Context: an optimization exercise on an open-source flow, tuned for small area, a short achievable clock period and few clock cycles. The choices shown serve that exercise and are no tape-out recipe.
In this exercise RTL edits were held to simulation tests only and were not proved equivalent to the original.
No activity file was given, so power comes from the tool's default toggle rates.

--- design/flow/config.mk ---
export PLATFORM = sky130hd
export DESIGN_NAME = hough_top
export DESIGN_NICKNAME = hough_top
export VERILOG_FILES = /design/flow/design.v
export SDC_FILE = /design/flow/constraint.sdc
export NUM_CORES = 4
export LEC_CHECK = 0
export ABC_AREA = 1
export CAP_MARGIN = 20
export CORE_MARGIN = 2
export CORE_UTILIZATION = 65
export SETUP_SLACK_MARGIN = 5
export SLEW_MARGIN = 20
--- design/flow/constraint.sdc ---
create_clock -name core_clock -period 8.0 [get_ports {clk}]
set_input_delay 1.6000 -clock core_clock [delete_from_list [all_inputs] [get_ports {clk}]]
set_output_delay 1.6000 -clock core_clock [all_outputs]
set_load 0.01 [all_outputs]
--- design/flow/design.v ---
package hough_pkg;
   localparam int IMG_DIM         = 10;    
   localparam int MAX_EDGES       = 32;    
   localparam int NUM_RAD_BINS    = 16;    
   localparam int MIN_RADIUS      = 1;
   localparam int MAX_RADIUS      = 6;
   localparam int X_VOTE_MIN      = 2;     
   localparam int Y_VOTE_MIN      = 1;
   localparam int DEFAULT_CENT_LO = 4;     
   localparam int DEFAULT_CENT_HI = 5;
   typedef logic [3:0] coord_t;       
   typedef logic [9:0] row_t;         
   typedef logic [9:0] cent_mask_t;   
   typedef logic [7:0] vote_t;        
   typedef logic [5:0] edge_cnt_t;    
   typedef logic [4:0] edge_idx_t;
   typedef logic [7:0] dist_sq_t;     
   typedef logic [3:0] radius_t;
   typedef logic [5:0] rad_cnt_t;
   typedef logic [7:0] rad_mask_t;    
   localparam coord_t LAST_COORD = coord_t'(IMG_DIM - 1);
   localparam logic [6*(MAX_RADIUS+1)-1:0] RAD_THRESH = {
      6'd13, 6'd12, 6'd10, 6'd8, 6'd4, 6'd4, 6'd0
   };
   typedef struct packed {
      coord_t x;   
      coord_t y;   
   } edge_pt_t;
   typedef struct packed {
      cent_mask_t x_mask;
      cent_mask_t y_mask;
   } cand_t;
   typedef struct packed {
      coord_t    x;
      coord_t    y;
      rad_mask_t rad_mask;
      logic      last;   
   } result_t;
   typedef enum logic [2:0] {
      LOAD, SCAN, PAIR_X, PAIR_Y, MASK, WAIT
   } voter_state_e;
   typedef enum logic [2:0] {
      IDLE, NEXT_CENT, FEED, DRAIN, JUDGE, EMIT
   } rad_state_e;
endpackage
`timescale 1ns/1ps
module radius_voter (
   input  logic        clk,
   input  logic        i_en,     
   input  logic [99:0] i_img,    
   input  logic [9:1]  i_u,      
   input  logic [9:1]  i_v,      
   output logic [6:1]  o_mask    
);
   wire [9:1] u = i_u;
   wire [9:1] v = i_v;
   wire r1_t0 = i_img[1] & v[1];
   wire r1_t1 = i_img[9] & ~v[9];
   wire r1_t2 = i_img[10] & u[1];
   wire r1_t3 = i_img[11] & ((u[1] & v[1]));
   wire r1_t4 = i_img[19] & ((u[1] & ~v[9]));
   wire r1_t5 = i_img[90] & ~u[9];
   wire r1_t6 = i_img[91] & ((~u[9] & v[1]));
   wire r1_t7 = i_img[99] & ((~u[9] & ~v[9]));
   wire r1_s1 = r1_t0 ^ r1_t1 ^ r1_t2;
   wire r1_c2 = (r1_t0 & r1_t1) | (r1_t0 & r1_t2) | (r1_t1 & r1_t2);
   wire r1_s3 = r1_t3 ^ r1_t4 ^ r1_t5;
   wire r1_c4 = (r1_t3 & r1_t4) | (r1_t3 & r1_t5) | (r1_t4 & r1_t5);
   wire r1_s5 = r1_s1 ^ r1_s3 ^ r1_t6;
   wire r1_c6 = (r1_s1 & r1_s3) | (r1_s1 & r1_t6) | (r1_s3 & r1_t6);
   wire r1_s7 = r1_c6 ^ r1_c2 ^ r1_c4;
   wire r1_c8 = (r1_c6 & r1_c2) | (r1_c6 & r1_c4) | (r1_c2 & r1_c4);
   wire r1_ge = ((1'b1 & 1'b0) | ((1'b1 | 1'b0) & ((r1_c8 & 1'b1) | ((r1_c8 | 1'b1) & ((r1_s7 & 1'b0) | ((r1_s7 | 1'b0) & ((r1_s5 & r1_t7) | ((r1_s5 | r1_t7) & 1'b0))))))));
   logic r1_q;
   assign o_mask[1] = r1_q;
   wire r2g0_t0 = i_img[2] & v[2];
   wire r2g0_t1 = i_img[8] & ~v[8];
   wire r2g0_t2 = i_img[12] & ((u[1] & v[2]));
   wire r2g0_t3 = i_img[18] & ((u[1] & ~v[8]));
   wire r2g0_t4 = i_img[20] & u[2];
   wire r2g0_t5 = i_img[21] & ((u[2] & v[1]));
   wire r2g0_s1 = r2g0_t0 ^ r2g0_t1 ^ r2g0_t2;
   wire r2g0_c2 = (r2g0_t0 & r2g0_t1) | (r2g0_t0 & r2g0_t2) | (r2g0_t1 & r2g0_t2);
   wire r2g0_s3 = r2g0_t3 ^ r2g0_t4 ^ r2g0_t5;
   wire r2g0_c4 = (r2g0_t3 & r2g0_t4) | (r2g0_t3 & r2g0_t5) | (r2g0_t4 & r2g0_t5);
   wire [2:0] r2g0_n = {1'b0, r2g0_c2, r2g0_s1} + {1'b0, r2g0_c4, r2g0_s3};
   logic [2:0] r2g0_q;
   wire r2g1_t0 = i_img[22] & ((u[2] & v[2]));
   wire r2g1_t1 = i_img[28] & ((u[2] & ~v[8]));
   wire r2g1_t2 = i_img[29] & ((u[2] & ~v[9]));
   wire r2g1_t3 = i_img[80] & ~u[8];
   wire r2g1_t4 = i_img[81] & ((~u[8] & v[1]));
   wire r2g1_s1 = r2g1_t0 ^ r2g1_t1 ^ r2g1_t2;
   wire r2g1_c2 = (r2g1_t0 & r2g1_t1) | (r2g1_t0 & r2g1_t2) | (r2g1_t1 & r2g1_t2);
   wire r2g1_s3 = r2g1_s1 ^ r2g1_t3 ^ r2g1_t4;
   wire r2g1_c4 = (r2g1_s1 & r2g1_t3) | (r2g1_s1 & r2g1_t4) | (r2g1_t3 & r2g1_t4);
   wire [2:0] r2g1_n = {1'b0, r2g1_c4, r2g1_s3} + {1'b0, r2g1_c2, 1'b0};
   logic [2:0] r2g1_q;
   wire r2g2_t0 = i_img[82] & ((~u[8] & v[2]));
   wire r2g2_t1 = i_img[88] & ((~u[8] & ~v[8]));
   wire r2g2_t2 = i_img[89] & ((~u[8] & ~v[9]));
   wire r2g2_t3 = i_img[92] & ((~u[9] & v[2]));
   wire r2g2_t4 = i_img[98] & ((~u[9] & ~v[8]));
   wire r2g2_s1 = r2g2_t0 ^ r2g2_t1 ^ r2g2_t2;
   wire r2g2_c2 = (r2g2_t0 & r2g2_t1) | (r2g2_t0 & r2g2_t2) | (r2g2_t1 & r2g2_t2);
   wire r2g2_s3 = r2g2_s1 ^ r2g2_t3 ^ r2g2_t4;
   wire r2g2_c4 = (r2g2_s1 & r2g2_t3) | (r2g2_s1 & r2g2_t4) | (r2g2_t3 & r2g2_t4);
   wire [2:0] r2g2_n = {1'b0, r2g2_c4, r2g2_s3} + {1'b0, r2g2_c2, 1'b0};
   logic [2:0] r2g2_q;
   wire r2z_s1 = r2g0_q[0] ^ r2g1_q[0] ^ r2g2_q[0];
   wire r2z_c2 = (r2g0_q[0] & r2g1_q[0]) | (r2g0_q[0] & r2g2_q[0]) | (r2g1_q[0] & r2g2_q[0]);
   wire r2z_s3 = r2g0_q[1] ^ r2g1_q[1] ^ r2g2_q[1];
   wire r2z_c4 = (r2g0_q[1] & r2g1_q[1]) | (r2g0_q[1] & r2g2_q[1]) | (r2g1_q[1] & r2g2_q[1]);
   wire r2z_s5 = r2g0_q[2] ^ r2g1_q[2] ^ r2g2_q[2];
   wire r2z_c6 = (r2g0_q[2] & r2g1_q[2]) | (r2g0_q[2] & r2g2_q[2]) | (r2g1_q[2] & r2g2_q[2]);
   wire r2z_s7 = r2z_c4 ^ r2z_s5 ^ 1'b1;
   wire r2z_c8 = (r2z_c4 & r2z_s5) | (r2z_c4 & 1'b1) | (r2z_s5 & 1'b1);
   wire r2z_s9 = r2z_c8 ^ r2z_c6 ^ 1'b1;
   wire r2z_c10 = (r2z_c8 & r2z_c6) | (r2z_c8 & 1'b1) | (r2z_c6 & 1'b1);
   assign o_mask[2] = ((1'b1 & 1'b0) | ((1'b1 | 1'b0) & ((r2z_c10 & 1'b1) | ((r2z_c10 | 1'b1) & ((r2z_s9 & 1'b0) | ((r2z_s9 | 1'b0) & ((r2z_s7 & 1'b0) | ((r2z_s7 | 1'b0) & ((r2z_c2 & r2z_s3) | ((r2z_c2 | r2z_s3) & ((r2z_s1 & 1'b0) | ((r2z_s1 | 1'b0) & 1'b0))))))))))));
   wire r3g0_t0 = i_img[3] & v[3];
   wire r3g0_t1 = i_img[7] & ~v[7];
   wire r3g0_t2 = i_img[13] & ((u[1] & v[3]));
   wire r3g0_t3 = i_img[17] & ((u[1] & ~v[7]));
   wire r3g0_t4 = i_img[23] & ((u[2] & v[3]));
   wire r3g0_t5 = i_img[27] & ((u[2] & ~v[7]));
   wire r3g0_t6 = i_img[30] & u[3];
   wire r3g0_s1 = r3g0_t0 ^ r3g0_t1 ^ r3g0_t2;
   wire r3g0_c2 = (r3g0_t0 & r3g0_t1) | (r3g0_t0 & r3g0_t2) | (r3g0_t1 & r3g0_t2);
   wire r3g0_s3 = r3g0_t3 ^ r3g0_t4 ^ r3g0_t5;
   wire r3g0_c4 = (r3g0_t3 & r3g0_t4) | (r3g0_t3 & r3g0_t5) | (r3g0_t4 & r3g0_t5);
   wire r3g0_s5 = r3g0_s1 ^ r3g0_s3 ^ r3g0_t6;
   wire r3g0_c6 = (r3g0_s1 & r3g0_s3) | (r3g0_s1 & r3g0_t6) | (r3g0_s3 & r3g0_t6);
   wire r3g0_s7 = r3g0_c6 ^ r3g0_c2 ^ r3g0_c4;
   wire r3g0_c8 = (r3g0_c6 & r3g0_c2) | (r3g0_c6 & r3g0_c4) | (r3g0_c2 & r3g0_c4);
   wire [3:0] r3g0_n = {1'b0, r3g0_c8, r3g0_s7, r3g0_s5} + {1'b0, 1'b0, 1'b0, 1'b0};
   logic [2:0] r3g0_q;
   wire r3g1_t0 = i_img[31] & ((u[3] & v[1]));
   wire r3g1_t1 = i_img[32] & ((u[3] & v[2]));
   wire r3g1_t2 = i_img[38] & ((u[3] & ~v[8]));
   wire r3g1_t3 = i_img[39] & ((u[3] & ~v[9]));
   wire r3g1_t4 = i_img[70] & ~u[7];
   wire r3g1_t5 = i_img[71] & ((~u[7] & v[1]));
   wire r3g1_t6 = i_img[72] & ((~u[7] & v[2]));
   wire r3g1_s1 = r3g1_t0 ^ r3g1_t1 ^ r3g1_t2;
   wire r3g1_c2 = (r3g1_t0 & r3g1_t1) | (r3g1_t0 & r3g1_t2) | (r3g1_t1 & r3g1_t2);
   wire r3g1_s3 = r3g1_t3 ^ r3g1_t4 ^ r3g1_t5;
   wire r3g1_c4 = (r3g1_t3 & r3g1_t4) | (r3g1_t3 & r3g1_t5) | (r3g1_t4 & r3g1_t5);
   wire r3g1_s5 = r3g1_s1 ^ r3g1_s3 ^ r3g1_t6;
   wire r3g1_c6 = (r3g1_s1 & r3g1_s3) | (r3g1_s1 & r3g1_t6) | (r3g1_s3 & r3g1_t6);
   wire r3g1_s7 = r3g1_c6 ^ r3g1_c2 ^ r3g1_c4;
   wire r3g1_c8 = (r3g1_c6 & r3g1_c2) | (r3g1_c6 & r3g1_c4) | (r3g1_c2 & r3g1_c4);
   wire [3:0] r3g1_n = {1'b0, r3g1_c8, r3g1_s7, r3g1_s5} + {1'b0, 1'b0, 1'b0, 1'b0};
   logic [2:0] r3g1_q;
   wire r3g2_t0 = i_img[78] & ((~u[7] & ~v[8]));
   wire r3g2_t1 = i_img[79] & ((~u[7] & ~v[9]));
   wire r3g2_t2 = i_img[83] & ((~u[8] & v[3]));
   wire r3g2_t3 = i_img[87] & ((~u[8] & ~v[7]));
   wire r3g2_t4 = i_img[93] & ((~u[9] & v[3]));
   wire r3g2_t5 = i_img[97] & ((~u[9] & ~v[7]));
   wire r3g2_s1 = r3g2_t0 ^ r3g2_t1 ^ r3g2_t2;
   wire r3g2_c2 = (r3g2_t0 & r3g2_t1) | (r3g2_t0 & r3g2_t2) | (r3g2_t1 & r3g2_t2);
   wire r3g2_s3 = r3g2_t3 ^ r3g2_t4 ^ r3g2_t5;
   wire r3g2_c4 = (r3g2_t3 & r3g2_t4) | (r3g2_t3 & r3g2_t5) | (r3g2_t4 & r3g2_t5);
   wire [2:0] r3g2_n = {1'b0, r3g2_c2, r3g2_s1} + {1'b0, r3g2_c4, r3g2_s3};
   logic [2:0] r3g2_q;
   wire r3z_s1 = r3g0_q[0] ^ r3g1_q[0] ^ r3g2_q[0];
   wire r3z_c2 = (r3g0_q[0] & r3g1_q[0]) | (r3g0_q[0] & r3g2_q[0]) | (r3g1_q[0] & r3g2_q[0]);
   wire r3z_s3 = r3g0_q[1] ^ r3g1_q[1] ^ r3g2_q[1];
   wire r3z_c4 = (r3g0_q[1] & r3g1_q[1]) | (r3g0_q[1] & r3g2_q[1]) | (r3g1_q[1] & r3g2_q[1]);
   wire r3z_s5 = r3g0_q[2] ^ r3g1_q[2] ^ r3g2_q[2];
   wire r3z_c6 = (r3g0_q[2] & r3g1_q[2]) | (r3g0_q[2] & r3g2_q[2]) | (r3g1_q[2] & r3g2_q[2]);
   assign o_mask[3] = ((1'b1 & 1'b0) | ((1'b1 | 1'b0) & ((1'b1 & 1'b0) | ((1'b1 | 1'b0) & ((r3z_c6 & 1'b1) | ((r3z_c6 | 1'b1) & ((r3z_c4 & r3z_s5) | ((r3z_c4 | r3z_s5) & ((r3z_c2 & r3z_s3) | ((r3z_c2 | r3z_s3) & ((r3z_s1 & 1'b0) | ((r3z_s1 | 1'b0) & 1'b0))))))))))));
   wire r4g0_t0 = i_img[4] & v[4];
   wire r4g0_t1 = i_img[6] & ~v[6];
   wire r4g0_t2 = i_img[14] & ((u[1] & v[4]));
   wire r4g0_t3 = i_img[16] & ((u[1] & ~v[6]));
   wire r4g0_t4 = i_img[24] & ((u[2] & v[4]));
   wire r4g0_t5 = i_img[26] & ((u[2] & ~v[6]));
   wire r4g0_s1 = r4g0_t0 ^ r4g0_t1 ^ r4g0_t2;
   wire r4g0_c2 = (r4g0_t0 & r4g0_t1) | (r4g0_t0 & r4g0_t2) | (r4g0_t1 & r4g0_t2);
   wire r4g0_s3 = r4g0_t3 ^ r4g0_t4 ^ r4g0_t5;
   wire r4g0_c4 = (r4g0_t3 & r4g0_t4) | (r4g0_t3 & r4g0_t5) | (r4g0_t4 & r4g0_t5);
   wire [2:0] r4g0_n = {1'b0, r4g0_c2, r4g0_s1} + {1'b0, r4g0_c4, r4g0_s3};
   logic [2:0] r4g0_q;
   wire r4g1_t0 = i_img[33] & ((u[3] & v[3]));
   wire r4g1_t1 = i_img[37] & ((u[3] & ~v[7]));
   wire r4g1_t2 = i_img[40] & u[4];
   wire r4g1_t3 = i_img[41] & ((u[4] & v[1]));
   wire r4g1_t4 = i_img[42] & ((u[4] & v[2]));
   wire r4g1_t5 = i_img[48] & ((u[4] & ~v[8]));
   wire r4g1_s1 = r4g1_t0 ^ r4g1_t1 ^ r4g1_t2;
   wire r4g1_c2 = (r4g1_t0 & r4g1_t1) | (r4g1_t0 & r4g1_t2) | (r4g1_t1 & r4g1_t2);
   wire r4g1_s3 = r4g1_t3 ^ r4g1_t4 ^ r4g1_t5;
   wire r4g1_c4 = (r4g1_t3 & r4g1_t4) | (r4g1_t3 & r4g1_t5) | (r4g1_t4 & r4g1_t5);
   wire [2:0] r4g1_n = {1'b0, r4g1_c2, r4g1_s1} + {1'b0, r4g1_c4, r4g1_s3};
   logic [2:0] r4g1_q;
   wire r4g2_t0 = i_img[49] & ((u[4] & ~v[9]));
   wire r4g2_t1 = i_img[60] & ~u[6];
   wire r4g2_t2 = i_img[61] & ((~u[6] & v[1]));
   wire r4g2_t3 = i_img[62] & ((~u[6] & v[2]));
   wire r4g2_t4 = i_img[68] & ((~u[6] & ~v[8]));
   wire r4g2_t5 = i_img[69] & ((~u[6] & ~v[9]));
   wire r4g2_s1 = r4g2_t0 ^ r4g2_t1 ^ r4g2_t2;
   wire r4g2_c2 = (r4g2_t0 & r4g2_t1) | (r4g2_t0 & r4g2_t2) | (r4g2_t1 & r4g2_t2);
   wire r4g2_s3 = r4g2_t3 ^ r4g2_t4 ^ r4g2_t5;
   wire r4g2_c4 = (r4g2_t3 & r4g2_t4) | (r4g2_t3 & r4g2_t5) | (r4g2_t4 & r4g2_t5);
   wire [2:0] r4g2_n = {1'b0, r4g2_c2, r4g2_s1} + {1'b0, r4g2_c4, r4g2_s3};
   logic [2:0] r4g2_q;
   wire r4g3_t0 = i_img[73] & ((~u[7] & v[3]));
   wire r4g3_t1 = i_img[77] & ((~u[7] & ~v[7]));
   wire r4g3_t2 = i_img[84] & ((~u[8] & v[4]));
   wire r4g3_t3 = i_img[86] & ((~u[8] & ~v[6]));
   wire r4g3_t4 = i_img[94] & ((~u[9] & v[4]));
   wire r4g3_t5 = i_img[96] & ((~u[9] & ~v[6]));
   wire r4g3_s1 = r4g3_t0 ^ r4g3_t1 ^ r4g3_t2;
   wire r4g3_c2 = (r4g3_t0 & r4g3_t1) | (r4g3_t0 & r4g3_t2) | (r4g3_t1 & r4g3_t2);
   wire r4g3_s3 = r4g3_t3 ^ r4g3_t4 ^ r4g3_t5;
   wire r4g3_c4 = (r4g3_t3 & r4g3_t4) | (r4g3_t3 & r4g3_t5) | (r4g3_t4 & r4g3_t5);
   wire [2:0] r4g3_n = {1'b0, r4g3_c2, r4g3_s1} + {1'b0, r4g3_c4, r4g3_s3};
   logic [2:0] r4g3_q;
   wire r4z_s1 = r4g0_q[0] ^ r4g1_q[0] ^ r4g2_q[0];
   wire r4z_c2 = (r4g0_q[0] & r4g1_q[0]) | (r4g0_q[0] & r4g2_q[0]) | (r4g1_q[0] & r4g2_q[0]);
   wire r4z_s3 = r4g0_q[1] ^ r4g1_q[1] ^ r4g2_q[1];
   wire r4z_c4 = (r4g0_q[1] & r4g1_q[1]) | (r4g0_q[1] & r4g2_q[1]) | (r4g1_q[1] & r4g2_q[1]);
   wire r4z_s5 = r4g0_q[2] ^ r4g1_q[2] ^ r4g2_q[2];
   wire r4z_c6 = (r4g0_q[2] & r4g1_q[2]) | (r4g0_q[2] & r4g2_q[2]) | (r4g1_q[2] & r4g2_q[2]);
   wire r4z_s7 = r4z_c2 ^ r4z_s3 ^ r4g3_q[1];
   wire r4z_c8 = (r4z_c2 & r4z_s3) | (r4z_c2 & r4g3_q[1]) | (r4z_s3 & r4g3_q[1]);
   wire r4z_s9 = r4z_c4 ^ r4z_s5 ^ r4g3_q[2];
   wire r4z_c10 = (r4z_c4 & r4z_s5) | (r4z_c4 & r4g3_q[2]) | (r4z_s5 & r4g3_q[2]);
   wire r4z_s11 = r4z_c8 ^ r4z_s9 ^ 1'b1;
   wire r4z_c12 = (r4z_c8 & r4z_s9) | (r4z_c8 & 1'b1) | (r4z_s9 & 1'b1);
   wire r4z_s13 = r4z_c12 ^ r4z_c10 ^ r4z_c6;
   wire r4z_c14 = (r4z_c12 & r4z_c10) | (r4z_c12 & r4z_c6) | (r4z_c10 & r4z_c6);
   assign o_mask[4] = ((1'b1 & 1'b0) | ((1'b1 | 1'b0) & ((r4z_c14 & 1'b1) | ((r4z_c14 | 1'b1) & ((r4z_s13 & 1'b0) | ((r4z_s13 | 1'b0) & ((r4z_s11 & 1'b0) | ((r4z_s11 | 1'b0) & ((r4z_s7 & 1'b1) | ((r4z_s7 | 1'b1) & ((r4z_s1 & r4g3_q[0]) | ((r4z_s1 | r4g3_q[0]) & 1'b0))))))))))));
   wire r5g0_t0 = i_img[5];
   wire r5g0_t1 = i_img[15] & u[1];
   wire r5g0_t2 = i_img[25] & u[2];
   wire r5g0_t3 = i_img[34] & ((u[3] & v[4]));
   wire r5g0_t4 = i_img[35] & u[3];
   wire r5g0_t5 = i_img[36] & ((u[3] & ~v[6]));
   wire r5g0_t6 = i_img[43] & ((u[4] & v[3]));
   wire r5g0_s1 = r5g0_t0 ^ r5g0_t1 ^ r5g0_t2;
   wire r5g0_c2 = (r5g0_t0 & r5g0_t1) | (r5g0_t0 & r5g0_t2) | (r5g0_t1 & r5g0_t2);
   wire r5g0_s3 = r5g0_t3 ^ r5g0_t4 ^ r5g0_t5;
   wire r5g0_c4 = (r5g0_t3 & r5g0_t4) | (r5g0_t3 & r5g0_t5) | (r5g0_t4 & r5g0_t5);
   wire r5g0_s5 = r5g0_s1 ^ r5g0_s3 ^ r5g0_t6;
   wire r5g0_c6 = (r5g0_s1 & r5g0_s3) | (r5g0_s1 & r5g0_t6) | (r5g0_s3 & r5g0_t6);
   wire r5g0_s7 = r5g0_c6 ^ r5g0_c2 ^ r5g0_c4;
   wire r5g0_c8 = (r5g0_c6 & r5g0_c2) | (r5g0_c6 & r5g0_c4) | (r5g0_c2 & r5g0_c4);
   wire [3:0] r5g0_n = {1'b0, r5g0_c8, r5g0_s7, r5g0_s5} + {1'b0, 1'b0, 1'b0, 1'b0};
   logic [2:0] r5g0_q;
   wire r5g1_t0 = i_img[44] & ((u[4] & v[4]));
   wire r5g1_t1 = i_img[46] & ((u[4] & ~v[6]));
   wire r5g1_t2 = i_img[47] & ((u[4] & ~v[7]));
   wire r5g1_t3 = i_img[50];
   wire r5g1_t4 = i_img[51] & v[1];
   wire r5g1_t5 = i_img[52] & v[2];
   wire r5g1_t6 = i_img[53] & v[3];
   wire r5g1_s1 = r5g1_t0 ^ r5g1_t1 ^ r5g1_t2;
   wire r5g1_c2 = (r5g1_t0 & r5g1_t1) | (r5g1_t0 & r5g1_t2) | (r5g1_t1 & r5g1_t2);
   wire r5g1_s3 = r5g1_t3 ^ r5g1_t4 ^ r5g1_t5;
   wire r5g1_c4 = (r5g1_t3 & r5g1_t4) | (r5g1_t3 & r5g1_t5) | (r5g1_t4 & r5g1_t5);
   wire r5g1_s5 = r5g1_s1 ^ r5g1_s3 ^ r5g1_t6;
   wire r5g1_c6 = (r5g1_s1 & r5g1_s3) | (r5g1_s1 & r5g1_t6) | (r5g1_s3 & r5g1_t6);
   wire r5g1_s7 = r5g1_c6 ^ r5g1_c2 ^ r5g1_c4;
   wire r5g1_c8 = (r5g1_c6 & r5g1_c2) | (r5g1_c6 & r5g1_c4) | (r5g1_c2 & r5g1_c4);
   wire [3:0] r5g1_n = {1'b0, r5g1_c8, r5g1_s7, r5g1_s5} + {1'b0, 1'b0, 1'b0, 1'b0};
   logic [2:0] r5g1_q;
   wire r5g2_t0 = i_img[57] & ~v[7];
   wire r5g2_t1 = i_img[58] & ~v[8];
   wire r5g2_t2 = i_img[59] & ~v[9];
   wire r5g2_t3 = i_img[63] & ((~u[6] & v[3]));
   wire r5g2_t4 = i_img[64] & ((~u[6] & v[4]));
   wire r5g2_t5 = i_img[66] & ((~u[6] & ~v[6]));
   wire r5g2_s1 = r5g2_t0 ^ r5g2_t1 ^ r5g2_t2;
   wire r5g2_c2 = (r5g2_t0 & r5g2_t1) | (r5g2_t0 & r5g2_t2) | (r5g2_t1 & r5g2_t2);
   wire r5g2_s3 = r5g2_t3 ^ r5g2_t4 ^ r5g2_t5;
   wire r5g2_c4 = (r5g2_t3 & r5g2_t4) | (r5g2_t3 & r5g2_t5) | (r5g2_t4 & r5g2_t5);
   wire [2:0] r5g2_n = {1'b0, r5g2_c2, r5g2_s1} + {1'b0, r5g2_c4, r5g2_s3};
   logic [2:0] r5g2_q;
   wire r5g3_t0 = i_img[67] & ((~u[6] & ~v[7]));
   wire r5g3_t1 = i_img[74] & ((~u[7] & v[4]));
   wire r5g3_t2 = i_img[75] & ~u[7];
   wire r5g3_t3 = i_img[76] & ((~u[7] & ~v[6]));
   wire r5g3_t4 = i_img[85] & ~u[8];
   wire r5g3_t5 = i_img[95] & ~u[9];
   wire r5g3_s1 = r5g3_t0 ^ r5g3_t1 ^ r5g3_t2;
   wire r5g3_c2 = (r5g3_t0 & r5g3_t1) | (r5g3_t0 & r5g3_t2) | (r5g3_t1 & r5g3_t2);
   wire r5g3_s3 = r5g3_t3 ^ r5g3_t4 ^ r5g3_t5;
   wire r5g3_c4 = (r5g3_t3 & r5g3_t4) | (r5g3_t3 & r5g3_t5) | (r5g3_t4 & r5g3_t5);
   wire [2:0] r5g3_n = {1'b0, r5g3_c2, r5g3_s1} + {1'b0, r5g3_c4, r5g3_s3};
   logic [2:0] r5g3_q;
   wire r5z_s1 = r5g0_q[0] ^ r5g1_q[0] ^ r5g2_q[0];
   wire r5z_c2 = (r5g0_q[0] & r5g1_q[0]) | (r5g0_q[0] & r5g2_q[0]) | (r5g1_q[0] & r5g2_q[0]);
   wire r5z_s3 = r5g0_q[1] ^ r5g1_q[1] ^ r5g2_q[1];
   wire r5z_c4 = (r5g0_q[1] & r5g1_q[1]) | (r5g0_q[1] & r5g2_q[1]) | (r5g1_q[1] & r5g2_q[1]);
   wire r5z_s5 = r5g0_q[2] ^ r5g1_q[2] ^ r5g2_q[2];
   wire r5z_c6 = (r5g0_q[2] & r5g1_q[2]) | (r5g0_q[2] & r5g2_q[2]) | (r5g1_q[2] & r5g2_q[2]);
   wire r5z_s7 = r5z_c2 ^ r5z_s3 ^ r5g3_q[1];
   wire r5z_c8 = (r5z_c2 & r5z_s3) | (r5z_c2 & r5g3_q[1]) | (r5z_s3 & r5g3_q[1]);
   wire r5z_s9 = r5z_c4 ^ r5z_s5 ^ r5g3_q[2];
   wire r5z_c10 = (r5z_c4 & r5z_s5) | (r5z_c4 & r5g3_q[2]) | (r5z_s5 & r5g3_q[2]);
   wire r5z_s11 = r5z_c8 ^ r5z_s9 ^ 1'b1;
   wire r5z_c12 = (r5z_c8 & r5z_s9) | (r5z_c8 & 1'b1) | (r5z_s9 & 1'b1);
   wire r5z_s13 = r5z_c12 ^ r5z_c10 ^ r5z_c6;
   wire r5z_c14 = (r5z_c12 & r5z_c10) | (r5z_c12 & r5z_c6) | (r5z_c10 & r5z_c6);
   assign o_mask[5] = ((1'b1 & 1'b0) | ((1'b1 | 1'b0) & ((r5z_c14 & 1'b1) | ((r5z_c14 | 1'b1) & ((r5z_s13 & 1'b0) | ((r5z_s13 | 1'b0) & ((r5z_s11 & 1'b0) | ((r5z_s11 | 1'b0) & ((r5z_s7 & 1'b0) | ((r5z_s7 | 1'b0) & ((r5z_s1 & r5g3_q[0]) | ((r5z_s1 | r5g3_q[0]) & 1'b0))))))))))));
   wire r6g0_t0 = i_img[4] & ~v[4];
   wire r6g0_t1 = i_img[6] & v[6];
   wire r6g0_t2 = i_img[14] & ((u[1] & ~v[4]));
   wire r6g0_t3 = i_img[16] & ((u[1] & v[6]));
   wire r6g0_t4 = i_img[24] & ((u[2] & ~v[4]));
   wire r6g0_t5 = i_img[26] & ((u[2] & v[6]));
   wire r6g0_t6 = i_img[34] & ((u[3] & ~v[4]));
   wire r6g0_s1 = r6g0_t0 ^ r6g0_t1 ^ r6g0_t2;
   wire r6g0_c2 = (r6g0_t0 & r6g0_t1) | (r6g0_t0 & r6g0_t2) | (r6g0_t1 & r6g0_t2);
   wire r6g0_s3 = r6g0_t3 ^ r6g0_t4 ^ r6g0_t5;
   wire r6g0_c4 = (r6g0_t3 & r6g0_t4) | (r6g0_t3 & r6g0_t5) | (r6g0_t4 & r6g0_t5);
   wire r6g0_s5 = r6g0_s1 ^ r6g0_s3 ^ r6g0_t6;
   wire r6g0_c6 = (r6g0_s1 & r6g0_s3) | (r6g0_s1 & r6g0_t6) | (r6g0_s3 & r6g0_t6);
   wire r6g0_s7 = r6g0_c6 ^ r6g0_c2 ^ r6g0_c4;
   wire r6g0_c8 = (r6g0_c6 & r6g0_c2) | (r6g0_c6 & r6g0_c4) | (r6g0_c2 & r6g0_c4);
   wire [3:0] r6g0_n = {1'b0, r6g0_c8, r6g0_s7, r6g0_s5} + {1'b0, 1'b0, 1'b0, 1'b0};
   logic [2:0] r6g0_q;
   wire r6g1_t0 = i_img[36] & ((u[3] & v[6]));
   wire r6g1_t1 = i_img[40] & ~u[4];
   wire r6g1_t2 = i_img[41] & ((~u[4] & v[1]));
   wire r6g1_t3 = i_img[42] & ((~u[4] & v[2]));
   wire r6g1_t4 = i_img[43] & ((~u[4] & v[3]));
   wire r6g1_t5 = i_img[45] & u[4];
   wire r6g1_t6 = i_img[47] & ((~u[4] & ~v[7]));
   wire r6g1_s1 = r6g1_t0 ^ r6g1_t1 ^ r6g1_t2;
   wire r6g1_c2 = (r6g1_t0 & r6g1_t1) | (r6g1_t0 & r6g1_t2) | (r6g1_t1 & r6g1_t2);
   wire r6g1_s3 = r6g1_t3 ^ r6g1_t4 ^ r6g1_t5;
   wire r6g1_c4 = (r6g1_t3 & r6g1_t4) | (r6g1_t3 & r6g1_t5) | (r6g1_t4 & r6g1_t5);
   wire r6g1_s5 = r6g1_s1 ^ r6g1_s3 ^ r6g1_t6;
   wire r6g1_c6 = (r6g1_s1 & r6g1_s3) | (r6g1_s1 & r6g1_t6) | (r6g1_s3 & r6g1_t6);
   wire r6g1_s7 = r6g1_c6 ^ r6g1_c2 ^ r6g1_c4;
   wire r6g1_c8 = (r6g1_c6 & r6g1_c2) | (r6g1_c6 & r6g1_c4) | (r6g1_c2 & r6g1_c4);
   wire [3:0] r6g1_n = {1'b0, r6g1_c8, r6g1_s7, r6g1_s5} + {1'b0, 1'b0, 1'b0, 1'b0};
   logic [2:0] r6g1_q;
   wire r6g2_t0 = i_img[48] & ((~u[4] & ~v[8]));
   wire r6g2_t1 = i_img[49] & ((~u[4] & ~v[9]));
   wire r6g2_t2 = i_img[54] & v[4];
   wire r6g2_t3 = i_img[56] & ~v[6];
   wire r6g2_t4 = i_img[60] & u[6];
   wire r6g2_t5 = i_img[61] & ((u[6] & v[1]));
   wire r6g2_s1 = r6g2_t0 ^ r6g2_t1 ^ r6g2_t2;
   wire r6g2_c2 = (r6g2_t0 & r6g2_t1) | (r6g2_t0 & r6g2_t2) | (r6g2_t1 & r6g2_t2);
   wire r6g2_s3 = r6g2_t3 ^ r6g2_t4 ^ r6g2_t5;
   wire r6g2_c4 = (r6g2_t3 & r6g2_t4) | (r6g2_t3 & r6g2_t5) | (r6g2_t4 & r6g2_t5);
   wire [2:0] r6g2_n = {1'b0, r6g2_c2, r6g2_s1} + {1'b0, r6g2_c4, r6g2_s3};
   logic [2:0] r6g2_q;
   wire r6g3_t0 = i_img[62] & ((u[6] & v[2]));
   wire r6g3_t1 = i_img[63] & ((u[6] & v[3]));
   wire r6g3_t2 = i_img[65] & ~u[6];
   wire r6g3_t3 = i_img[67] & ((u[6] & ~v[7]));
   wire r6g3_t4 = i_img[68] & ((u[6] & ~v[8]));
   wire r6g3_t5 = i_img[69] & ((u[6] & ~v[9]));
   wire r6g3_s1 = r6g3_t0 ^ r6g3_t1 ^ r6g3_t2;
   wire r6g3_c2 = (r6g3_t0 & r6g3_t1) | (r6g3_t0 & r6g3_t2) | (r6g3_t1 & r6g3_t2);
   wire r6g3_s3 = r6g3_t3 ^ r6g3_t4 ^ r6g3_t5;
   wire r6g3_c4 = (r6g3_t3 & r6g3_t4) | (r6g3_t3 & r6g3_t5) | (r6g3_t4 & r6g3_t5);
   wire [2:0] r6g3_n = {1'b0, r6g3_c2, r6g3_s1} + {1'b0, r6g3_c4, r6g3_s3};
   logic [2:0] r6g3_q;
   wire r6g4_t0 = i_img[74] & ((~u[7] & ~v[4]));
   wire r6g4_t1 = i_img[76] & ((~u[7] & v[6]));
   wire r6g4_t2 = i_img[84] & ((~u[8] & ~v[4]));
   wire r6g4_t3 = i_img[86] & ((~u[8] & v[6]));
   wire r6g4_t4 = i_img[94] & ((~u[9] & ~v[4]));
   wire r6g4_t5 = i_img[96] & ((~u[9] & v[6]));
   wire r6g4_s1 = r6g4_t0 ^ r6g4_t1 ^ r6g4_t2;
   wire r6g4_c2 = (r6g4_t0 & r6g4_t1) | (r6g4_t0 & r6g4_t2) | (r6g4_t1 & r6g4_t2);
   wire r6g4_s3 = r6g4_t3 ^ r6g4_t4 ^ r6g4_t5;
   wire r6g4_c4 = (r6g4_t3 & r6g4_t4) | (r6g4_t3 & r6g4_t5) | (r6g4_t4 & r6g4_t5);
   wire [2:0] r6g4_n = {1'b0, r6g4_c2, r6g4_s1} + {1'b0, r6g4_c4, r6g4_s3};
   logic [2:0] r6g4_q;
   wire r6z_s1 = r6g0_q[0] ^ r6g1_q[0] ^ r6g2_q[0];
   wire r6z_c2 = (r6g0_q[0] & r6g1_q[0]) | (r6g0_q[0] & r6g2_q[0]) | (r6g1_q[0] & r6g2_q[0]);
   wire r6z_s3 = r6g3_q[0] ^ r6g4_q[0] ^ 1'b1;
   wire r6z_c4 = (r6g3_q[0] & r6g4_q[0]) | (r6g3_q[0] & 1'b1) | (r6g4_q[0] & 1'b1);
   wire r6z_s5 = r6g0_q[1] ^ r6g1_q[1] ^ r6g2_q[1];
   wire r6z_c6 = (r6g0_q[1] & r6g1_q[1]) | (r6g0_q[1] & r6g2_q[1]) | (r6g1_q[1] & r6g2_q[1]);
   wire r6z_s7 = r6g3_q[1] ^ r6g4_q[1] ^ 1'b1;
   wire r6z_c8 = (r6g3_q[1] & r6g4_q[1]) | (r6g3_q[1] & 1'b1) | (r6g4_q[1] & 1'b1);
   wire r6z_s9 = r6g0_q[2] ^ r6g1_q[2] ^ r6g2_q[2];
   wire r6z_c10 = (r6g0_q[2] & r6g1_q[2]) | (r6g0_q[2] & r6g2_q[2]) | (r6g1_q[2] & r6g2_q[2]);
   wire r6z_s11 = r6z_c2 ^ r6z_c4 ^ r6z_s5;
   wire r6z_c12 = (r6z_c2 & r6z_c4) | (r6z_c2 & r6z_s5) | (r6z_c4 & r6z_s5);
   wire r6z_s13 = r6z_c6 ^ r6z_c8 ^ r6z_s9;
   wire r6z_c14 = (r6z_c6 & r6z_c8) | (r6z_c6 & r6z_s9) | (r6z_c8 & r6z_s9);
   wire r6z_s15 = r6z_c12 ^ r6z_s13 ^ r6g3_q[2];
   wire r6z_c16 = (r6z_c12 & r6z_s13) | (r6z_c12 & r6g3_q[2]) | (r6z_s13 & r6g3_q[2]);
   wire r6z_s17 = r6z_c16 ^ r6z_c14 ^ r6z_c10;
   wire r6z_c18 = (r6z_c16 & r6z_c14) | (r6z_c16 & r6z_c10) | (r6z_c14 & r6z_c10);
   assign o_mask[6] = ((1'b1 & 1'b0) | ((1'b1 | 1'b0) & ((r6z_c18 & 1'b1) | ((r6z_c18 | 1'b1) & ((r6z_s17 & 1'b0) | ((r6z_s17 | 1'b0) & ((r6z_s15 & r6g4_q[2]) | ((r6z_s15 | r6g4_q[2]) & ((r6z_s11 & r6z_s7) | ((r6z_s11 | r6z_s7) & ((r6z_s1 & r6z_s3) | ((r6z_s1 | r6z_s3) & 1'b0))))))))))));
   always_ff @(posedge clk) begin
      if (i_en) begin
         r1_q <= r1_ge;
         r2g0_q <= r2g0_n[2:0];
         r2g1_q <= r2g1_n[2:0];
         r2g2_q <= r2g2_n[2:0];
         r3g0_q <= r3g0_n[2:0];
         r3g1_q <= r3g1_n[2:0];
         r3g2_q <= r3g2_n[2:0];
         r4g0_q <= r4g0_n[2:0];
         r4g1_q <= r4g1_n[2:0];
         r4g2_q <= r4g2_n[2:0];
         r4g3_q <= r4g3_n[2:0];
         r5g0_q <= r5g0_n[2:0];
         r5g1_q <= r5g1_n[2:0];
         r5g2_q <= r5g2_n[2:0];
         r5g3_q <= r5g3_n[2:0];
         r6g0_q <= r6g0_n[2:0];
         r6g1_q <= r6g1_n[2:0];
         r6g2_q <= r6g2_n[2:0];
         r6g3_q <= r6g3_n[2:0];
         r6g4_q <= r6g4_n[2:0];
      end
   end
endmodule
`timescale 1ns/1ps
module hough_top (
   input  logic                clk,
   input  logic                i_rst_n,
   input  logic                i_row_valid,
   input  hough_pkg::row_t     i_row,
   output logic                o_row_ready,
   output logic                o_res_valid,
   output hough_pkg::result_t  o_res,
   input  logic                i_res_ready
);
   logic [9:0] a_q [10];      
   logic [3:0] rcnt_q;        
   logic       afull_q;       
   logic       vld1_q;        
   logic [3:0] vrow;          
   logic       bvalid_q;      
   logic       take;
   logic       xfer;
   logic       blast;         
   assign xfer        = afull_q && (!bvalid_q || blast);
   assign o_row_ready = !afull_q || !bvalid_q;
   assign take        = i_row_valid && o_row_ready;
   always_ff @(posedge clk or negedge i_rst_n) begin
      if (!i_rst_n) begin
         rcnt_q  <= '0;
         afull_q <= 1'b0;
         vld1_q  <= 1'b0;
      end else begin
         vld1_q <= take;
         if (xfer) begin
            rcnt_q  <= take ? 4'd1 : 4'd0;
            afull_q <= 1'b0;
         end else if (take) begin
            rcnt_q  <= rcnt_q + 4'd1;
            afull_q <= (rcnt_q == 4'd9);
         end
      end
   end
   always_ff @(posedge clk) begin
      if (take) begin
         for (int i = 0; i < 9; i++) a_q[i] <= a_q[i+1];
         a_q[9] <= i_row;
      end
   end
   logic [1:0] xv_q [10];     
   logic [1:0] yv_q [1:9];    
   logic [2:0] xinc [10];
   logic [1:0] yinc [1:5];
   logic       first;
   function automatic logic [2:0] tadd(input logic [2:0] a, input logic [2:0] b);
      tadd[0] = a[0] | b[0];
      tadd[1] = a[1] | b[1] | (a[0] & b[0]);
      tadd[2] = a[2] | b[2] | (a[1] & b[0]) | (a[0] & b[1]);
   endfunction
   function automatic logic [2:0] tcnt10(input logic [9:0] m);
      logic [2:0] l1 [5];
      logic [2:0] l2 [3];
      for (int k = 0; k < 5; k++)
         l1[k] = {1'b0, m[2*k] & m[2*k+1], m[2*k] | m[2*k+1]};
      l2[0] = tadd(l1[0], l1[1]);
      l2[1] = tadd(l1[2], l1[3]);
      l2[2] = l1[4];
      tcnt10 = tadd(tadd(l2[0], l2[1]), l2[2]);
   endfunction
   assign vrow  = rcnt_q - 4'd1;    
   assign first = (rcnt_q == 4'd1);
   logic [9:0] xpairs [10];
   always_comb begin
      int n;
      for (int c = 0; c < 10; c++) begin
         xpairs[c] = '0;
         n = 0;
         for (int a = 0; a < 9; a++)
            for (int b = a + 1; b < 10; b++)
               if (((a + b) >> 1) == c) begin
                  xpairs[c][n] = a_q[9][a] & a_q[9][b];
                  n = n + 1;
               end
         xinc[c] = tcnt10(xpairs[c]);
      end
   end
   logic [2:0] ym1, ym2;
   always_comb begin
      for (int e = 1; e <= 5; e++) begin
         ym1 = (rcnt_q >= 4'(2*e)) ? tcnt10(a_q[9] & a_q[9-(2*e-1)]) : 3'd0;
         ym2 = (e < 5 && rcnt_q >= 4'(2*e+1)) ? tcnt10(a_q[9] & a_q[(9-2*e) < 0 ? 0 : 9-2*e]) : 3'd0;
         yinc[e] = tadd(ym1, ym2);
      end
   end
   logic [1:0] xv_n [10];
   logic [1:0] yv_n [1:9];
   logic [2:0] xo, xs_;
   logic [1:0] yo;
   always_comb begin
      for (int c = 0; c < 10; c++) begin
         xo      = first ? 3'd0 : {xv_q[c] == 2'd3, xv_q[c][1], xv_q[c] != 2'd0};
         xs_     = tadd(xo, xinc[c]);
         xv_n[c] = {xs_[1], xs_[2] | (xs_[0] & !xs_[1])};
      end
      for (int e = 1; e <= 9; e++) begin
         yo = (first || e == 1) ? 2'd0 : yv_q[e-1];
         if (e <= 5) begin
            yv_n[e][0] = yo[0] | yinc[e][0];
            yv_n[e][1] = yo[1] | yinc[e][1] | (yo[0] & yinc[e][0]);
         end else begin
            yv_n[e] = yo;
         end
      end
   end
   always_ff @(posedge clk) begin
      if (vld1_q) begin
         for (int c = 0; c < 10; c++) xv_q[c] <= xv_n[c];
         for (int e = 1; e <= 9; e++)  yv_q[e] <= yv_n[e];
      end
   end
   logic       v2_q;          
   logic       v2first_q;     
   logic [3:0] v2row_q;       
   logic [9:0] r2_q;          
   logic [3:0] pop_q;         
   logic [5:0] room_q;        
   logic [3:0] prow_q;        
   logic [9:0] pcol_q;        
   logic       cutok_q;       
   logic [3:0] pop1;
   logic [5:0] proom;
   logic [5:0] pleft;         
   logic       pcross;
   logic [2:0] plo [5];       
   logic [2:0] psu [5:9];     
   logic [3:0] room4_q;       
   logic [3:0] r4;            
   logic [3:0] pdrop;         
   logic [5:0] tr;            
   logic [4:0] ld;            
   logic [9:0] kc;
   function automatic logic [3:0] pop10(input logic [9:0] b);
      logic s0, c0, s1, c1, s2, c2, t0, d0, u1, f1, e0, g1, h;
      s0 = b[0] ^ b[1] ^ b[2];  c0 = (b[0] & b[1]) | (b[0] & b[2]) | (b[1] & b[2]);
      s1 = b[3] ^ b[4] ^ b[5];  c1 = (b[3] & b[4]) | (b[3] & b[5]) | (b[4] & b[5]);
      s2 = b[6] ^ b[7] ^ b[8];  c2 = (b[6] & b[7]) | (b[6] & b[8]) | (b[7] & b[8]);
      t0 = s0 ^ s1 ^ s2;        d0 = (s0 & s1) | (s0 & s2) | (s1 & s2);
      pop10[0] = t0 ^ b[9];     e0 = t0 & b[9];
      u1 = c0 ^ c1 ^ c2;        f1 = (c0 & c1) | (c0 & c2) | (c1 & c2);
      pop10[1] = u1 ^ d0 ^ e0;  g1 = (u1 & d0) | (u1 & e0) | (d0 & e0);
      pop10[2] = f1 ^ g1;       h  = f1 & g1;
      pop10[3] = h;
   endfunction
   assign pop1 = pop10(a_q[9]);
   function automatic logic [2:0] pc5(input logic [4:0] b);
      logic s1, c1, c2;
      s1 = b[0] ^ b[1] ^ b[2];  c1 = (b[0] & b[1]) | (b[0] & b[2]) | (b[1] & b[2]);
      pc5[0] = s1 ^ b[3] ^ b[4];
      c2 = (s1 & b[3]) | (s1 & b[4]) | (b[3] & b[4]);
      pc5[1] = c1 ^ c2;
      pc5[2] = c1 & c2;
   endfunction
   always_comb begin
      proom  = v2first_q ? 6'd32 : room_q;
      pleft  = proom - {2'd0, pop_q};
      pcross = (proom != 6'd0) && ({2'd0, pop_q} >= proom);
      plo[0] = pc5({4'd0, r2_q[0]});
      plo[1] = pc5({3'd0, r2_q[1:0]});
      plo[2] = pc5({2'd0, r2_q[2:0]});
      plo[3] = pc5({1'd0, r2_q[3:0]});
      plo[4] = pc5(r2_q[4:0]);
      psu[5] = pc5({1'd0, r2_q[9:6]});
      psu[6] = pc5({2'd0, r2_q[9:7]});
      psu[7] = pc5({3'd0, r2_q[9:8]});
      psu[8] = pc5({4'd0, r2_q[9]});
      psu[9] = 3'd0;
      r4    = v2first_q ? 4'd15 : room4_q;
      pdrop = pop_q - r4;
      for (int k = 0; k < 6; k++) tr[k] = r4 >= 4'(k);
      for (int k = 0; k < 5; k++) ld[k] = pdrop <= 4'(k);
      for (int j = 0; j < 5; j++) kc[j] = tr[plo[j]];
      for (int j = 5; j < 10; j++) kc[j] = ld[psu[j]];
   end
   always_ff @(posedge clk or negedge i_rst_n) begin
      if (!i_rst_n) v2_q <= 1'b0;
      else          v2_q <= vld1_q;
   end
   always_ff @(posedge clk) begin
      if (vld1_q) begin
         v2first_q <= first;
         v2row_q   <= vrow;
         r2_q      <= a_q[9];
         pop_q     <= pop1;
      end
      if (v2_q) begin
         room_q  <= pcross ? 6'd0 : pleft;
         room4_q <= pcross ? 4'd0 : ((pleft > 6'd15) ? 4'd15 : pleft[3:0]);
         if (v2first_q) prow_q <= 4'd15;
         if (pcross) begin
            prow_q <= v2row_q;
            pcol_q <= kc;
         end
         if (v2first_q)                                        cutok_q <= 1'b0;
         else if (v2row_q == 4'd9)                             cutok_q <= 1'b1;
         else if (v2row_q == 4'd8 && !pcross && pleft > 6'd10) cutok_q <= 1'b1;
         else if (v2row_q == 4'd7 && !pcross && pleft > 6'd20) cutok_q <= 1'b1;
      end
   end
   logic [9:0] b_q [10];
   logic       mpend_q;       
   logic       cutpend_q;     
   logic       bmv_q;         
   logic       used_q;        
   logic [9:0] bxm_q;         
   logic [9:0] bym_q;         
   logic [3:0] bcx_q;
   logic [3:0] bcy_q;
   logic [9:0] xm_c;
   logic [9:0] ym_c;
   logic       xstep;
   logic       ystep;
   logic       bready;
   logic       sload;
   always_comb begin
      for (int c = 0; c < 10; c++) xm_c[c] = (xv_q[c] == 2'd3);
      for (int c = 0; c < 9; c++)  ym_c[c] = yv_q[9-c][1];
      ym_c[9] = 1'b0;
      if (xm_c == '0) xm_c = 10'h030;
      if (ym_c == '0) ym_c = 10'h030;
   end
   assign xstep  = bvalid_q && bmv_q && !cutpend_q && (!bxm_q[0] || used_q);
   assign ystep  = bvalid_q && bmv_q && !cutpend_q && !bym_q[0];
   assign bready = bvalid_q && bmv_q && !cutpend_q && bxm_q[0] && bym_q[0] && !used_q;
   assign blast  = sload && (bxm_q[9:1] == '0);
   always_ff @(posedge clk or negedge i_rst_n) begin
      if (!i_rst_n) begin
         bvalid_q <= 1'b0;
         mpend_q  <= 1'b0;
         cutpend_q <= 1'b0;
         bmv_q    <= 1'b0;
         used_q   <= 1'b0;
      end else begin
         mpend_q <= xfer && vld1_q;    
         if (xfer) cutpend_q <= !cutok_q;
         else      cutpend_q <= cutpend_q && !cutok_q;
         if (xfer) begin
            bvalid_q <= 1'b1;
            bmv_q    <= !vld1_q;
            used_q   <= 1'b0;
         end else begin
            if (mpend_q) bmv_q <= 1'b1;
            if (sload) begin
               if (bxm_q[9:1] == '0) bvalid_q <= 1'b0;
               else                  used_q   <= 1'b1;
            end else if (xstep) begin
               used_q <= 1'b0;
            end
         end
      end
   end
   always_ff @(posedge clk) begin
      if (xfer) begin
         bcx_q <= '0;
         bcy_q <= '0;
         for (int i = 0; i < 10; i++)
            for (int j = 0; j < 10; j++)
               b_q[i][j] <= a_q[i][j] &    
                            ((4'(i) < prow_q) || ((4'(i) == prow_q) && pcol_q[j]));
         if (!vld1_q) begin
            bxm_q <= xm_c;
            bym_q <= ym_c;
         end
      end else begin
         if (mpend_q) begin
            bxm_q <= xm_c;
            bym_q <= ym_c;
         end
         if (cutpend_q)
            for (int i = 8; i < 10; i++)
               for (int j = 0; j < 10; j++)
                  b_q[i][j] <= b_q[i][j] &
                               ((4'(i) < prow_q) || ((4'(i) == prow_q) && pcol_q[j]));
         if (xstep) begin
            bcx_q <= bcx_q + 4'd1;
            bxm_q <= bxm_q >> 1;
         end
         if (ystep) begin
            bcy_q <= bcy_q + 4'd1;
            bym_q <= bym_q >> 1;
         end
         if (xstep || ystep)
            for (int i = 0; i < 10; i++)
               for (int j = 0; j < 10; j++)
                  b_q[i][j] <= b_q[(i + (ystep ? 1 : 0)) % 10][(j + (xstep ? 1 : 0)) % 10];
      end
   end
   logic [9:0] s_q [10];
   logic       svalid_q;
   logic [9:0] sym_q;         
   logic [3:0] scx_q;
   logic [3:0] scy_q;
   logic       slastx_q;      
   logic       sfinal;
   logic       sfinal_q;      
   logic       kvalid_q;      
   logic       stall;
   logic       adv;
   logic [99:0] s_flat;
   logic [9:1] u;             
   logic [9:1] v;             
   logic [6:1] rmask;
   assign stall  = kvalid_q;
   assign adv    = !stall;
   assign sfinal = sfinal_q;
   assign sload  = bready && (!svalid_q || (sfinal && adv));
   always_ff @(posedge clk or negedge i_rst_n) begin
      if (!i_rst_n) begin
         svalid_q <= 1'b0;
      end else begin
         if (sload)                       svalid_q <= 1'b1;
         else if (svalid_q && adv && sfinal) svalid_q <= 1'b0;
      end
   end
   always_ff @(posedge clk) begin
      if (sload) begin
         for (int i = 0; i < 10; i++) s_q[i] <= b_q[i];
         sym_q    <= bym_q;
         sfinal_q <= (bym_q[9:1] == '0);
         scx_q    <= bcx_q;
         for (int k = 1; k < 10; k++) begin
            u[k] <= ({1'b0, bcy_q} + 5'(k)) <= 5'd9;
            v[k] <= ({1'b0, bcx_q} + 5'(k)) <= 5'd9;
         end
         scy_q    <= bcy_q;
         slastx_q <= (bxm_q[9:1] == '0);
      end else if (svalid_q && adv) begin
         for (int i = 0; i < 10; i++) s_q[i] <= s_q[(i + 1) % 10];
         sym_q    <= sym_q >> 1;
         sfinal_q <= (sym_q[9:2] == '0);
         scy_q <= scy_q + 4'd1;
         u     <= {1'b0, u[9:2]};
      end
   end
   always_comb begin
      for (int i = 0; i < 10; i++)
         for (int j = 0; j < 10; j++) s_flat[10*i + j] = s_q[i][j];
   end
   radius_voter u_judge (
      .clk    (clk),
      .i_en   (adv),
      .i_img  (s_flat),
      .i_u    (u),
      .i_v    (v),
      .o_mask (rmask)
   );
   logic       pvalid_q;
   logic [3:0] pcx_q;
   logic [3:0] pcy_q;
   logic       plast_q;
   logic [14:0] pres;
   logic [14:0] kres_q;
   logic [14:0] ores_q;
   logic               offer;
   logic               ofree;
   assign pres  = {pcx_q, pcy_q, rmask, plast_q};
   assign o_res = {ores_q[14:7], 1'b0, ores_q[6:1], 1'b0, ores_q[0]};
   assign offer = pvalid_q && adv;
   assign ofree = !o_res_valid || i_res_ready;
   always_ff @(posedge clk or negedge i_rst_n) begin
      if (!i_rst_n) begin
         pvalid_q    <= 1'b0;
         o_res_valid <= 1'b0;
         kvalid_q    <= 1'b0;
      end else begin
         if (adv) pvalid_q <= svalid_q && sym_q[0];
         if (ofree) begin
            o_res_valid <= kvalid_q || offer;
            kvalid_q    <= 1'b0;
         end else if (offer) begin
            kvalid_q    <= 1'b1;
         end
      end
   end
   always_ff @(posedge clk) begin
      if (adv) begin
         pcx_q   <= scx_q;
         pcy_q   <= scy_q;
         plast_q <= slastx_q && sfinal;
      end
      if (ofree) ores_q <= kvalid_q ? kres_q : pres;
      if (!kvalid_q) kres_q <= pres;
   end
endmodule
--- design/flow/run.sh ---
#!/bin/bash
# synth_recipe.tcl (not shown) runs the flow's synth.tcl, then flattens the netlist and writes it again
# the make line also repeats each setting of config.mk as NAME=value (left out here)
make -C /OpenROAD-flow-scripts/flow DESIGN_CONFIG=/design/flow/config.mk WORK_HOME=/design/flow/orfs CLKGATE_MAP_FILE= SYNTH_SCRIPT=/design/flow/synth_recipe.tcl finish
==> flow_summary.toml <==
[outcome]
outcome = "complete, no violations"

[global_route]
grt.overflow.total = 0
grt_max_degree = 135
grt_pass1_wl_mm = 132
grt_pass1_vias = 22918
grt_usage_pct = 36.6
antenna_found_initial = 2

[power]
peakVddDrop_mv = 0.310
power.density_nw_per_um2 = 438
leakagePower_nw = 13.8

[finish]
regArea_um2 = 16300
drive_gt1_share_pct = 5.73
multi_input_area_um2 = 12100
fillCellCount = 3449
syn2layout_area_growth_pct = 8.93
nets = 3306
fin_cells = 3764
num_antenna_cells = 0
final_core_util_pct = 71.6

[worst_setup_path]
end_kind = "register"
cp-start-kind = "register"
startpoint = "u_judge.r5g2_q[2]"
critPathMaxFanout = 2
r2r-start = "u_judge.r5g2_q[2]"
reg2reg_depth = 9
arrival_ns = 3.49
crit_type = "reg2reg"
r2r_slack_ns = 5.00
crit_end = "ores_q[5]"
critPathRequiredTime_ns = 8.48
regToRegEndpoint = "ores_q[5]"

[timing]
tightest_slew_ns = 0.902
hold_slack_ns = 0.418
relSlewSlack_pct = 39.8
fin_crit_ns = 3.00
setup_violations = 0
max_freq_ghz = 0.333
rsz0062_at_grt = "true"
finalClockSkew_ns = 0.0222
finalHoldViolations = 0
report.final.slew_viol_count = 0
tns_ns = 0
setup_ws_ns = 5.00
fin_crit_sh_pct = 37.5

[die]
die_y_um = 221
io_pins = 33
coreArea_um2 = 46500
fp.dieW_um = 221
start_util_pct = 65.8
die_area_um2 = 48700
fp-row-count = 79

[yosys]
synth_edf_count = 513
synth.distinct_cells = 67
synth_top_flop_cell = "edfxtp_1"
yosys-top-cells-count = "595 x nand2_1, 513 x edfxtp_1, 413 x inv_1, 370 x o21ai_0, 213 x nor2_1"
ys_warn_count = 54
synth_top_cell_by_area = "edfxtp_1"
synthesis.area_um2 = 30500
yosysMostFrequentCell = "nand2_1"
async_flop_share_pct = 2.90
synth_area_per_cell_um2 = 9.79
seq_area_frac_synth_pct = 53.2
synth_top_area_share_pct = 50.4
ys_top_cells_by_area = "edfxtp_1 50%, nand2_1 7.3%, fa_1 6.5%"
synthCells = 3119
synth_seq_cells = 552

[route]
via_per_inst = 6.39
drc_errors = 0
firstDrtPassIters = 6
drt_iter0_drc = 3381
vias = 24050
ant_nets = 0
routed_wl_mm = 88.4
wl_per_cell_um = 23.5

[place]
gp_congestion = 0.959
portBuffers = 30
dp.cells = 3643
place_ws_ns = 3.78
hpwlAfterDp_mm = 63.3

[clock_tree]
clkTransAtPathRegs_ns = 0.06
insertion_delay_ns = 0.63
cts.sinks = 552
cts_max_path_buffers = 3
cts_tree = "yes"
cts_buffers = 57
root_buffer = "clkbuf_16"
htree_num_levels = 2

[worst_hold_path]
worstHoldPathType = "reg2reg"

[job]
drv_cap = 0
==> power breakdown <==
part	total (W)	switching, W	internal, W
Combinational	0.00618	0.00415	0.00202
Clock	0.00256	0.00113	0.00143
Sequential	0.00585	0.000839	0.00501
Total	0.0146	0.00612	0.00846
==> critical path, stage by stage, from the launching register on <==
cell and delay, ns:
edfxtp_1 0.39, fa_1 0.58, fa_1 0.41, inv_1 0.07, ha_1 0.15, inv_2 0.04, fa_1 0.54, nand2_1 0.06
or4_4 0.48, a21oi_4 0.16
==> sequential cells by signal (all words and copies together), names as in the netlist, 8 cells and up <==
signal,count
u,9
kres_q,15
b_q,100
yv_q,13
v,8
sym_q,9
bym_q,9
r2_q,9
xv_q,20
ores_q,15
a_q,100
pcol_q,10
bxm_q,10
s_q,100
==> worst min-delay path by stage <==
stage                 to  slack [ns]  startpoint  cells past startpoint
6_report        pcx_q[3]        0.42    scx_q[3]                      0
5_1_grt         pcx_q[3]        0.44    scx_q[3]                      0
4_1_cts         pcx_q[3]        0.42    scx_q[3]                      0
3_5_place_dp    pcx_q[3]        0.41    scx_q[3]                      0
3_3_place_gp    pcx_q[1]        0.41    scx_q[1]                      0
2_1_floorplan  cutpend_q        0.38     cutok_q                      1
==> kinds of logic (layout without fill, tap and decap cells) <==
logic type / after synthesis / after routing / share of synthesized area (%)
fa+ha+maj: 175 / 175 / 9.59
buf+inv: 567 / 601 / 7.51
compound gates: 691 / 691 / 13.7
flops: 552 / 552 / 53.2
other cells: 1 / 2 / 0.0123
xor+xnor: 16 / 16 / 0.459
simple gates: 1117 / 1120 / 15.5
==> layer usage <==
metal	track usage, %	vias up	share of wire, %
met4	16.9	4	5.1
met1	48.7	11512	38
met2	58.9	1417	47
met3	6.50	277	10
met5	0	-	0.054
li1	-	10840	-
==> cells in the final DEF (no fill, tap or decap), types with 9 or more instances in the layout <==
cell and instances:
nand2_1 591, nand3_1 172, clkinv_2 10, o221ai_1 61, a22o_1 29, dfxtp_1 23
o21ai_0 369, o211ai_1 45, clkdlybuf4s50_1 13, edfxtp_1 513, buf_4 37, o22ai_1 35
inv_1 406, ha_1 75, clkinv_1 16, a21oi_1 66, a31oi_1 18, clkbuf_16 57
nand4_1 47, fa_1 99, nor3_1 48, o22a_1 9, nor2_1 209, o2111ai_1 11
dlygate4sd2_1 14, inv_2 11, dfrtp_1 14, nor4_1 15
==> final cells by class <==
cell class | instances | share of cell area, %
Clock buffer | 69 | 4.54
Clock inverter | 29 | 0.684
Inverter | 426 | 4.90
Multi-Input combinational cell | 2004 | 36.5
Sequential cell | 552 | 48.9
Tap cell | 607 | 2.28
Timing Repair Buffer | 77 | 2.19
==> what timing repair did <==
action	in CTS	in global routing
gates resized for setup	59	19
hold buffers	0	0
cloned	3	0
pin swaps	3	1
hold endpoints to repair	0	0
endpoints found under the setup margin	520	335
setup buffers	7	13
==> metrics by stage <==
stage	area (µm²)	power (W)
after CTS	33100	0.0144
after global routing	33300	0.0155
after global placement	31200	0.0115
after detailed placement	31200	0.0118
final	33300	0.0146
after floorplan	30600	0.00977
Testbench counts, summed over its fixed seeds: cycles 2,832.

-- afterwards: timing with drivers on the ports --
The results above use ideal ports. As a check the final layout listed here was re-extracted and re-timed, cells and wires unchanged. Step 1: set_driving_cell puts a clkbuf_16 on clk and a buf_2 on each other input, an assumption about the parent block. Step 2 moves the port delays by t, midway between the first and last clock arrival at a register: inputs arrive t later, outputs are due t later. That takes back most of the time a late clock gives input paths. Slacks: no drivers / after step 1 / after step 2; pairs: no drivers / after step 1.
shift t [ns]: 0.681
slack for setup (ns): 4.996 / 4.948 / 4.524
worst hold slack (ns): 0.418 / 0.418 / 0.418
slew at the worst register clock pin (ns): 0.07 / 0.07
After both steps this run still meets setup and hold. For this run, drivers alone change the setup slack by -0.048 ns; drivers and shift together by -0.472 ns.
